Source: an optimization exercise on an open RTL-to-GDS flow (aim: small area and few clock cycles per item). Production flows keep margins and buffers that such runs may drop.
The RTL was checked by simulation tests, not by an equivalence proof against the original design.

Setup of run A:
Design fp_mul_pipe, start of the top module:
module fp_mul_pipe #(
  parameter int EXP_W = 8,
  parameter int MAN_W = 23,
  parameter int TAG_W = 4
) (
  input  logic                           clk,
  input  logic                           rst_n,
  input  logic                           in_valid,
  output logic                           in_ready,
  input  logic [EXP_W+MAN_W:0]           in_a,
  input  logic [EXP_W+MAN_W:0]           in_b,
  input  logic [TAG_W-1:0]               in_tag,
  output logic                           out_valid,
  input  logic                           out_ready,
  output logic [EXP_W+MAN_W:0]           out_y,
  output logic [TAG_W-1:0]               out_tag,
  output logic [3:0]                     out_flags
);
  logic adv;
  assign adv = !out_valid | out_ready;
  assign in_ready = adv;
  logic [7:0]  ea, eb;
  logic [22:0] ma, mb;
  logic        za, zb, ia, ib, na, nb, sna, snb;
  assign ea = in_a[30:23];
  assign eb = in_b[30:23];
  assign ma = in_a[22:0];
  assign mb = in_b[22:0];
  assign za  = (ea == 8'd0);
  assign zb  = (eb == 8'd0);
  assign ia  = (&ea) & (ma == 23'd0);
  assign ib  = (&eb) & (mb == 23'd0);
  assign na  = (&ea) & (ma != 23'd0);
  assign nb  = (&eb) & (mb != 23'd0);
  assign sna = na & !ma[22];
  assign snb = nb & !mb[22];
  logic [1:0]  kind_d;
  logic        nv_d;
  always_comb begin
    nv_d = 1'b0;
    if (na | nb | ((ia | ib) & (za | zb))) begin
      kind_d = 2'd3;
      nv_d   = sna | snb | ((ia | ib) & (za | zb));
  ...
export LEC_CHECK = 0
export ABC_AREA = 1
export CAP_MARGIN = 0
export CORE_MARGIN = 2
export CORE_UTILIZATION = 40
export SLEW_MARGIN = 0
export SYNTH_HIERARCHICAL = 1
create_clock -name core_clock -period 7.5 [get_ports {clk}]
standard.sh (not shown) runs the stock make flow with config.mk's settings and CLKGATE_MAP_FILE= SYNTH_SCRIPT=/design/flow/synth_recipe.tcl, a recipe that flattens the netlist after the stock synthesis.
==> flow/flow/run.sh <==
#!/bin/bash
# Own flow: the standard layout (standard.sh, which runs the standard
# synthesis unchanged and ORFS from floorplan to finish), except that the
# input and output ports are buffered with the smallest buffer cell
# (sky130_fd_sc_hd__buf_1) instead of the cell buffer_ports picks by default.
# Repair may still resize these buffers where timing or slew needs it.
set -euo pipefail
export BUFFER_PORTS_ARGS="-buffer_cell sky130_fd_sc_hd__buf_1"
bash standard.sh finish > standard_flow.log 2>&1
Testbench counts of run A, summed over its fixed seeds: cycles 24,008, items 24,000.
--- input diff run A..run B ---
- changing SLEW_MARGIN from 0 to 20
- changing CAP_MARGIN from 0 to 20
==> flow/flow/run.sh <==
#!/bin/bash
# Own flow: the standard layout (standard.sh, which runs the standard
# synthesis unchanged and ORFS from floorplan to finish), with two changes:
# - the input and output ports are buffered with the smallest buffer cell
#   (sky130_fd_sc_hd__buf_1) instead of the cell buffer_ports picks by
#   default; repair may still resize them where timing or slew needs it;
# - after global routing, ORFS's power recovery (repair_timing
#   -recover_power) downsizes gates on paths that have slack to spare.
set -euo pipefail
export BUFFER_PORTS_ARGS="-buffer_cell sky130_fd_sc_hd__buf_1"
export RECOVER_POWER=100
bash standard.sh finish > standard_flow.log 2>&1
[summary]
- Run B: flow complete, layout not clean; failing: capacitance limit, slew limit
- First-pass detailed-route iteration total: run B > run A
- Clock-cell share of area essentially unchanged between run A and run B.
- Diff run A -> run B: xor-xnor portion of the synthesized cell area ~0 delta, worst hold slack after final layout climbed 0.065 ns, final standard cell area without fillers comparable.
Input-level comparison between run C and run B:
==> flow/flow/run.sh <==
#!/bin/bash
# Own flow: the standard layout (standard.sh, which runs the standard
# synthesis unchanged and ORFS from floorplan to finish), with two changes:
# - the input and output ports are buffered with the smallest buffer cell
#   (sky130_fd_sc_hd__buf_1) instead of the cell buffer_ports picks by
#   default; repair may still resize them where timing or slew needs it;
# - timing-driven global placement does not keep the buffers and resizing
#   of its internal repair passes (GPL_KEEP_OVERFLOW=0); the later repair
#   steps of the flow add only what the placed design still needs.
set -euo pipefail
export BUFFER_PORTS_ARGS="-buffer_cell sky130_fd_sc_hd__buf_1"
export GPL_KEEP_OVERFLOW=0
bash standard.sh finish > standard_flow.log 2>&1
In summary, run C completed successfully, with a layout that passed the timing, DRC and antenna checks.
Delta (run C minus run B): sequential share of layout area flat, number of inserted filler cells in the final layout down about 0.33%, detailed-route wire length up about 3.3%.
Diff run B and run C: maximum single-stage delay on the critical path higher in run C
From run B to run C the numbers moved as follows: share of the clock period used by the worst path rose 2.5 points; residual antenna-violating net count after detailed routing about even.
The inputs of run D differ from those of run C as listed below.
- TNS_END_PERCENT now 0, previously not set
==> flow/flow/run.sh <==
#!/bin/bash
# Own flow: the standard layout (standard.sh, which runs the standard
# synthesis unchanged and ORFS from floorplan to finish), except that the
# input and output ports are buffered with the smallest buffer cell
# (sky130_fd_sc_hd__buf_1) instead of the cell buffer_ports picks by default.
# Repair may still resize these buffers where timing or slew needs it.
set -euo pipefail
export BUFFER_PORTS_ARGS="-buffer_cell sky130_fd_sc_hd__buf_1"
bash standard.sh finish > standard_flow.log 2>&1
### Flow results
[compare] base=run C new=run D: sequential share of layout area saw little to no change; met3 usage now sits at about the same level; global routing met1 resource utilization saw an increase.
Summary of run D over run C: area of the multi-input gates shrank by 3.1%, relative area change from synthesis to final layout dropped 1.1 points.

## separate check: timing with driven ports
In the flow no input, the clock included, has a driving cell. The finished layouts below were timed again as built, in two steps.
Step 1 (the two cells are an assumption about what drives the block):
set clk [get_ports {clk}]
set_driving_cell -lib_cell sky130_fd_sc_hd__clkbuf_16 $clk
set_driving_cell -lib_cell sky130_fd_sc_hd__buf_2 [delete_from_list [all_inputs] $clk]
Step 2, shift: input delay + t, output delay - t, t = (earliest + latest rising clock arrival at the registers) / 2. This alone moves slack from input paths to output paths.
a / b / c = ideal / step 1 / step 2; a / b = the first two.
| run | t (ns) | slack for setup (ns) | worst setup path at the end | clock arrival spread, ns | worst register clock-pin slew, ns |
|---|---|---|---|---|---|
| run A | 0.330 | 0.432 / 0.412 / 0.082 | input to register | 0.007 / 0.006 | 0.07 / 0.07 |
| run B | 0.330 | 0.395 / 0.407 / 0.077 | input to register | 0.006 / 0.007 | 0.07 / 0.07 |
| run C | 0.333 | 0.210 / 0.182 / -0.150 | input to register | 0.009 / 0.009 | 0.07 / 0.07 |
| run D | 0.330 | 0.432 / 0.412 / 0.082 | input to register | 0.007 / 0.006 | 0.07 / 0.07 |
Met with ideal ports but missed after step 2: setup timing in run C. The setup slack of run C, which loses most, moves by -0.028 ns with the drivers and by -0.360 ns with both steps.
